Background: an optimization exercise with open tools, aiming at small area, a short achievable clock period and few clock cycles per item. Do not read the settings as production practice. The RTL was checked by simulation tests, not by an equivalence proof against the original design.

==> inputs of job 3565 <==
// executeStage
module executeStage (
    input  logic        clk,
    input  logic        rst,
    input  logic        flush,
    input  logic        outCredit,
    input  logic        inValid,
    input  logic [63:0] inPc,
    input  logic [63:0] inRs1,
    input  logic [63:0] inRs2,
    input  logic [63:0] inImm,
    input  logic [63:0] inCsrValue,
    input  logic [1:0]  inSrcA,
    input  logic [1:0]  inSrcB,
    input  logic [3:0]  inAluOp,
    input  logic [2:0]  inMulOp,
    input  logic        inIsMulDiv,
    input  logic        inWordOp,
    input  logic        inIsCompare,
    input  logic        inCmpImm,
    input  logic [1:0]  inFlagSel,
    input  logic        inFlagInv,
    input  logic [2:0]  inCsrOp,
    input  logic [4:0]  inRd,
    output logic        inCredit,
    output logic        outValid,
    output logic [63:0] outResult,
    output logic        outFlag,
    output logic        outCsrWrite,
    output logic [63:0] outCsrWriteValue,
    output logic [4:0]  outRd,
    output logic        fwdValid,
    output logic [4:0]  fwdRd,
    output logic [63:0] fwdData
);
==> flow/config.mk <==
export PLATFORM = sky130hd
export DESIGN_NAME = executeStage
export DESIGN_NICKNAME = executeStage
export VERILOG_FILES = /design/flow/design.v
export SDC_FILE = /design/flow/constraint.sdc
export NUM_CORES = 4
export LEC_CHECK = 0
export CAP_MARGIN = 20
export CORE_MARGIN = 2
export CORE_UTILIZATION = 40
export PLACE_DENSITY = 0.55
export SETUP_SLACK_MARGIN = 5
export SLEW_MARGIN = 20
==> flow/constraint.sdc <==
create_clock -name core_clock -period 12.0 [get_ports {clk}]
set_input_delay 2.4000 -clock core_clock [delete_from_list [all_inputs] [get_ports {clk}]]
set_output_delay 2.4000 -clock core_clock [all_outputs]
set_load 0.01 [all_outputs]
standard.sh (not shown) runs the stock make flow with config.mk's settings and CLKGATE_MAP_FILE= SYNTH_SCRIPT=/design/flow/synth_recipe.tcl, a recipe that flattens the netlist after the stock synthesis.
==> flow/flow/run.sh <==
#!/bin/bash
set -uo pipefail
MARGIN=7
sed -e "s/SETUP_SLACK_MARGIN=[0-9.]*/SETUP_SLACK_MARGIN=${MARGIN}/" standard.sh > standard_margin.sh
grep -q "SETUP_SLACK_MARGIN=${MARGIN}" standard_margin.sh || exit 1
bash standard_margin.sh > flow_make.log 2>&1
status=$?
exit $status
==> job 2513: changes against job 3565 <==
--- a/flow/design.v
+++ b/flow/design.v
@@ -203,13 +203,14 @@
     localparam int S_NEGP   = 5;    
     localparam int D_NEGX   = 6;    
     localparam int D_NEGD   = 7;    
     localparam int D_ALIGN  = 8;    
     localparam int D_IT     = 9;    
     localparam int D_FIN    = 10;   
-    localparam int NST      = 11;
+    localparam int S_SHR    = 11;   
+    localparam int NST      = 12;
     localparam int R_SUM  = 0;
     localparam int R_SH   = 1;
     localparam int R_LT   = 2;
     localparam int R_XOR  = 3;
     localparam int R_OR   = 4;
     localparam int R_AND  = 5;
@@ -230,12 +231,13 @@
     logic          aSx;
     logic          aLeft;
     logic          aArith;
     logic [NR-1:0] aSel;
     logic [NST-1:0] mSt;
     logic [6:0]     mCnt;
+    logic [15:0]    mT;         
     logic           mCy;
     logic           dNegX;
     logic           dNegD;
     logic           dZero;
     logic        hV;
     logic        hRdy;
@@ -353,13 +355,13 @@
         .sx    (aSx),
         .cin   (mCy & mSt[S_CPA]),
         .left  (aLeft),
         .arith (aArith),
         .sel   (aSel),
         .flag  (iFlag),
-        .word  (iWord),
+        .word  (iWord & ~mSt[S_SHR]),
         .res   (aluRes),
         .sum   (aluSum),
         .ge    (aluGe)
     );
     logic [63:0] csaS;
     logic [63:0] csaC;
@@ -451,12 +453,15 @@
     logic           dNegXN;
     logic           dNegDN;
     logic           dZeroN;
     logic           setupMul;
     logic           lMul;
     logic           mulSwap;
+    logic [15:0]    qTherm;
+    logic [15:0]    mTN;
+    logic           aShMW;
     logic           divStep;
     logic           aSubM;
     logic           aSubMW;
     logic           aSelSumMW;
     logic        wA, wB, wR1, wCB;
     logic [63:0] nA, nB, nR1, nCB;
@@ -470,17 +475,18 @@
         logic [15:0] da;
         logic [15:0] db;
         for (int i = 0; i < 16; i++) begin
             da[i] = |rA[4*i +: 4];
             db[i] = |rB[4*i +: 4];
         end
-        for (int i = 14; i >= 0; i--) begin
-            da[i] = da[i] | da[i + 1];
-            db[i] = db[i] | db[i + 1];
+        for (int w = 1; w < 16; w = w * 2) begin
+            da = da | (da >> w);
+            db = db | (db >> w);
         end
         mulSwap = |(db & ~da);
+        qTherm  = mulSwap ? da : db;
     end
     always_comb begin
         mStN   = mSt;
         mCntN  = mCnt;
         mCyN   = 1'b0;
         dNegXN = dNegX;
@@ -489,12 +495,14 @@
         mDone  = 1'b0;
         setupMul = 1'b0;
         divStep  = 1'b0;
         aSubMW    = 1'b0;
         aSubM     = 1'b0;
         aSelSumMW = 1'b0;
+        aShMW     = 1'b0;
+        mTN       = mT;
         wA = 1'b0; wB = 1'b0; wR1 = 1'b0; wCB = 1'b0;
         nA = 'x; nB = 'x; nR1 = 'x; nCB = 'x;
         if (mStart) begin
             dNegXN = (iMulOp == 3'd1 || iMulOp == 3'd2 || iMulOp == 3'd4 || iMulOp == 3'd6) && rA[63];
             dNegDN = iMulOp[2] ? (~iMulOp[0] & ~rB[63]) : ((iMulOp == 3'd1) & rB[63]);
             dZeroN = 1'b0;
@@ -509,15 +517,16 @@
             else                         setupMul     = 1'b1;
         end
         if (mSt[S_SETUP]) setupMul = 1'b1;
         if (setupMul) begin
             wA = 1'b1; nA = '0;
             wB = 1'b1; nB = '0;
-            wCB = 1'b1; nCB = (lMul & mulSwap) ? rB : rA;
-            wR1 = 1'b1; nR1 = (lMul & mulSwap) ? rA : rB;
-            mCntN = 7'd16;
+            wCB = 1'b1; nCB = mulSwap ? rB : rA;
+            wR1 = 1'b1; nR1 = mulSwap ? rA : rB;
+            mTN   = (dNegXN ^ dNegDN) ? 16'hffff : qTherm;
+            mCntN = '0;
             mStN  = '0;
             mStN[S_MUL] = 1'b1;
         end
         if (mSt[S_MUL] && lMul) begin
             wA = 1'b1; nA = csaSL;
             wB = 1'b1; nB = csaCL;
@@ -530,27 +539,36 @@
         end
         if (mSt[S_MUL] && !lMul) begin
             wA = 1'b1; nA = csaS;
             wB = 1'b1; nB = csaC;
             wR1 = 1'b1; nR1 = {csaDigit, rR1[63:4]};
             mCyN  = csaCy;
-            mCntN = mCnt - 7'd1;
-            if (mCnt == 7'd1) begin
+            mCntN = mCnt + 7'd1;
+            mTN   = {1'b0, mT[15:1]};
+            if (!mT[1]) begin
                 mStN = '0; mStN[S_CPA] = 1'b1;
                 aSubMW = 1'b1; aSubM = 1'b0; aSelSumMW = 1'b1;
             end
         end
         if (mSt[S_CPA]) begin
             if (dNegX ^ dNegD) begin
                 wA = 1'b1; nA = aluSum;
                 mCyN = (rR1 == '0);    
                 mStN = '0; mStN[S_NEGP] = 1'b1;
+            end else if (!lMul && !mCnt[4]) begin
+                wA = 1'b1; nA = aluSum;
+                wB = 1'b1; nB = {58'b0, 4'(5'd16 - mCnt[4:0]), 2'b0};
+                mStN = '0; mStN[S_SHR] = 1'b1;
+                aShMW = 1'b1;
             end else begin
                 mDone = 1'b1;
             end
         end
+        if (mSt[S_SHR]) begin
+            mDone = 1'b1;
+        end
         if (mSt[S_NEGP]) begin
             mDone = 1'b1;
         end
         if (mSt[D_NEGX]) begin
             wA = 1'b1; nA = incOut;
             mStN = '0;
@@ -623,14 +641,14 @@
         if (xGo)                     hRdyN = ~iIsMD;
         else if (mDone)              hRdyN = 1'b1;
         else                         hRdyN = hRdy;
     end
     assign hRdN = xGo ? iRd : hRd;
     assign nextMD = inValid ? inIsMulDiv : iIsMD;
-    assign hWriteSoon = mStN[D_FIN] | mStN[S_NEGP] |
-                        (mStN[S_CPA] & ~(dNegXN ^ dNegDN));
+    assign hWriteSoon = mStN[D_FIN] | mStN[S_NEGP] | mStN[S_SHR] |
+                        (mStN[S_CPA] & ~(dNegXN ^ dNegDN) & (lMul | mCntN[4]));
     assign safe = ~irVN |
                   (~nextMD & (~hVN | issue)) |
                   (~inValid & hWriteSoon);
     assign give = (owe | inValid) & safe;
     always_ff @(posedge clk or posedge rst) begin
         if (rst) begin
@@ -656,12 +674,13 @@
             inCredit <= give;
             owe      <= (owe | inValid) & ~give;
         end
     end
     always_ff @(posedge clk) begin
         mCnt   <= mCntN;
+        mT     <= mTN;
         dNegX  <= dNegXN;
         dNegD  <= dNegDN;
         dZero  <= dZeroN;
         if (irLoad) begin
             rA       <= extA;
             rB       <= extB ^ {64{inSub | inDiv}};
@@ -686,12 +705,17 @@
                 aSub <= aSubM;
                 aSx  <= 1'b0;
             end
             if (aSelSumMW) begin
                 aSel <= NR'(1) << R_SUM;
             end
+            if (aShMW) begin
+                aSel   <= NR'(1) << R_SH;
+                aLeft  <= 1'b0;
+                aArith <= 1'b0;
+            end
         end
         if (xGo) begin
             hFlag <= iFlag;
             hCsrW <= iCsrW;
             hCsrV <= rR1;
             hRd   <= iRd;
==> flow/run.sh (new file) <==
#!/bin/bash
# synth_recipe.tcl (not shown) runs the flow's synth.tcl, then flattens the netlist and writes it again
# the make line also repeats each setting of config.mk as NAME=value (left out here)
make -C /OpenROAD-flow-scripts/flow DESIGN_CONFIG=/design/flow/config.mk WORK_HOME=/design/flow/orfs CLKGATE_MAP_FILE= SYNTH_SCRIPT=/design/flow/synth_recipe.tcl finish
==> flow/config.mk (replaced) <==
export PLATFORM = sky130hd
export DESIGN_NAME = executeStage
export DESIGN_NICKNAME = executeStage
export VERILOG_FILES = /design/flow/design.v
export SDC_FILE = /design/flow/constraint.sdc
export NUM_CORES = 4
export LEC_CHECK = 0
export CAP_MARGIN = 40
export CORE_MARGIN = 2
export CORE_UTILIZATION = 40
export PLACE_DENSITY = 0.55
export SETUP_SLACK_MARGIN = 5
export SLEW_MARGIN = 40
removed: flow/flow/run.sh
removed: flow/standard.sh
==> impl_metrics.json <==
{
  "worstRegToRegCells": 21,
  "status": "complete, no violations",
  "wl_met2_mm": 148.4,
  "fin_ws_ns": 5.011,
  "syn_area_per_cell_um2": 8.409,
  "reg2reg_to": "rA[28]",
  "required_ns": 12.47,
  "design.seq.count": 460,
  "buffer_area_share_pct": 10.99,
  "fin_crit_ns": 6.989,
  "clockBufferCount": 62,
  "use_met1_pct": 61.31,
  "post_cts_buffers": 8,
  "synth_seq_area_share_pct": 22.30,
  "dieArea_um2": 155700,
  "tap_cells": 2030
}
[end of results for job 2513]
==> impl_metrics.json <==
{
  "grt_first_pass_wirelength_mm": 508.2,
  "fin_crit_ns": 5.347,
  "fin_ws_ns": 6.653,
  "worstRegToRegCells": 10,
  "cts_root_buffer": "clkbuf_16",
  "status": "complete, no violations",
  "reg2reg_to": "rR1[21]",
  "required_ns": 12.56,
  "clockBufferCount": 61,
  "tap_cells": 1930,
  "wl_met2_mm": 142.0,
  "design.seq.count": 444,
  "buffer_area_share_pct": 13.86,
  "dieArea_um2": 152300,
  "post_cts_buffers": 178
}
[end of results for job 3565]
Testbench counts of job 3565, summed over its fixed seeds: cycles 8,906, instrs 3,200.
Testbench counts of job 2513, summed over its fixed seeds: cycles 8,557, instrs 3,200.

---

==> run a: inputs <==
executeStage with an RTL version that a note above also has.
// executeStage
module executeStage (
    input  logic        clk,
    input  logic        rst,
    input  logic        flush,
    input  logic        outCredit,
    input  logic        inValid,
    input  logic [63:0] inPc,
    input  logic [63:0] inRs1,
    input  logic [63:0] inRs2,
    input  logic [63:0] inImm,
    input  logic [63:0] inCsrValue,
    input  logic [1:0]  inSrcA,
    input  logic [1:0]  inSrcB,
    input  logic [3:0]  inAluOp,
    input  logic [2:0]  inMulOp,
    input  logic        inIsMulDiv,
    input  logic        inWordOp,
    input  logic        inIsCompare,
    input  logic        inCmpImm,
    input  logic [1:0]  inFlagSel,
    input  logic        inFlagInv,
    input  logic [2:0]  inCsrOp,
    input  logic [4:0]  inRd,
    output logic        inCredit,
    output logic        outValid,
    output logic [63:0] outResult,
    output logic        outFlag,
    output logic        outCsrWrite,
    output logic [63:0] outCsrWriteValue,
    output logic [4:0]  outRd,
    output logic        fwdValid,
  ...
clock: 12.0 ns
lec_check: 0
cap_margin: 40
core_margin: 2
core_utilization: 40
place_density: 0.55
setup_slack_margin: 5
slew_margin: 40
==> flow/flow/run.sh <==
#!/bin/bash
set -uo pipefail
MARGIN=7
sed -e "s/SETUP_SLACK_MARGIN=[0-9.]*/SETUP_SLACK_MARGIN=${MARGIN}/" standard.sh > standard_margin.sh
grep -q "SETUP_SLACK_MARGIN=${MARGIN}" standard_margin.sh || exit 1
bash standard_margin.sh > flow_make.log 2>&1
status=$?
exit $status
==> run b: changes against run a <==
==> flow/flow/run.sh (replaced) <==
#!/bin/bash
set -uo pipefail
MARGIN=6.5
sed -e "s/SETUP_SLACK_MARGIN=[0-9.]*/SETUP_SLACK_MARGIN=${MARGIN}/" standard.sh > standard_margin.sh
grep -q "SETUP_SLACK_MARGIN=${MARGIN}" standard_margin.sh || exit 1
bash standard_margin.sh > flow_make.log 2>&1
status=$?
exit $status
==> summary.txt <==
Result of the run: run b timing/DRC/antenna clean; run a timing/DRC/antenna clean
Register-to-register path setup slack: run b 6.00 ns; run a 6.17 ns
Final critical delay including setup and external delays: run b 6.00 ns; run a 5.83 ns
Final worst hold slack: run b 0.418 ns; run a 0.443 ns
Part of the cycle the worst path needs: run b 50.0%; run a 48.6%
Total number of vias: run b 66800; run a 67700
Met2 WL post-DR: run b 147000 um; run a 149000 um
Number of cells on the critical path: run b 25; run a 22
Filler Cell Count: run b 14800; run a 14600
Hpwl dp: run b 287000 um; run a 285000 um
Testbench counts of run a, summed over its fixed seeds: cycles 8,557, instrs 3,200.
Testbench counts of run b, summed over its fixed seeds: cycles 8,557, instrs 3,200.

==> static timing again, ports no longer ideal <==
Ports are ideal in the flow. The routed layouts listed here were re-timed in OpenROAD.
Step 1: set_driving_cell puts a clkbuf_16 on clk and a buf_2 on each other input, an assumption about the parent block.
Step 2 times the ports against the registers' clock, not the clock port: input delays grow and output delays shrink by t, the midpoint of the rising clock arrivals with the driver on.
Three values: ideal, step 1, step 2; two values: the first two.
run | t, ns | slack for setup (ns) | worst setup path at the end | cell pins on the clock port's net
job 3565 | 0.802 | 6.653 / 6.653 / 6.122 | input to register | 1
job 2513 | 0.801 | 5.011 / 5.011 / 4.953 | input to register | 1
run a | 0.806 | 6.171 / 6.171 / 5.526 | input to register | 1
run b | 0.795 | 6.002 / 6.002 / 5.287 | input to register | 1
After both steps every run listed still meets setup and hold. For run b, which loses most, drivers alone change the setup slack by 0.000 ns; drivers and shift together by -0.715 ns.
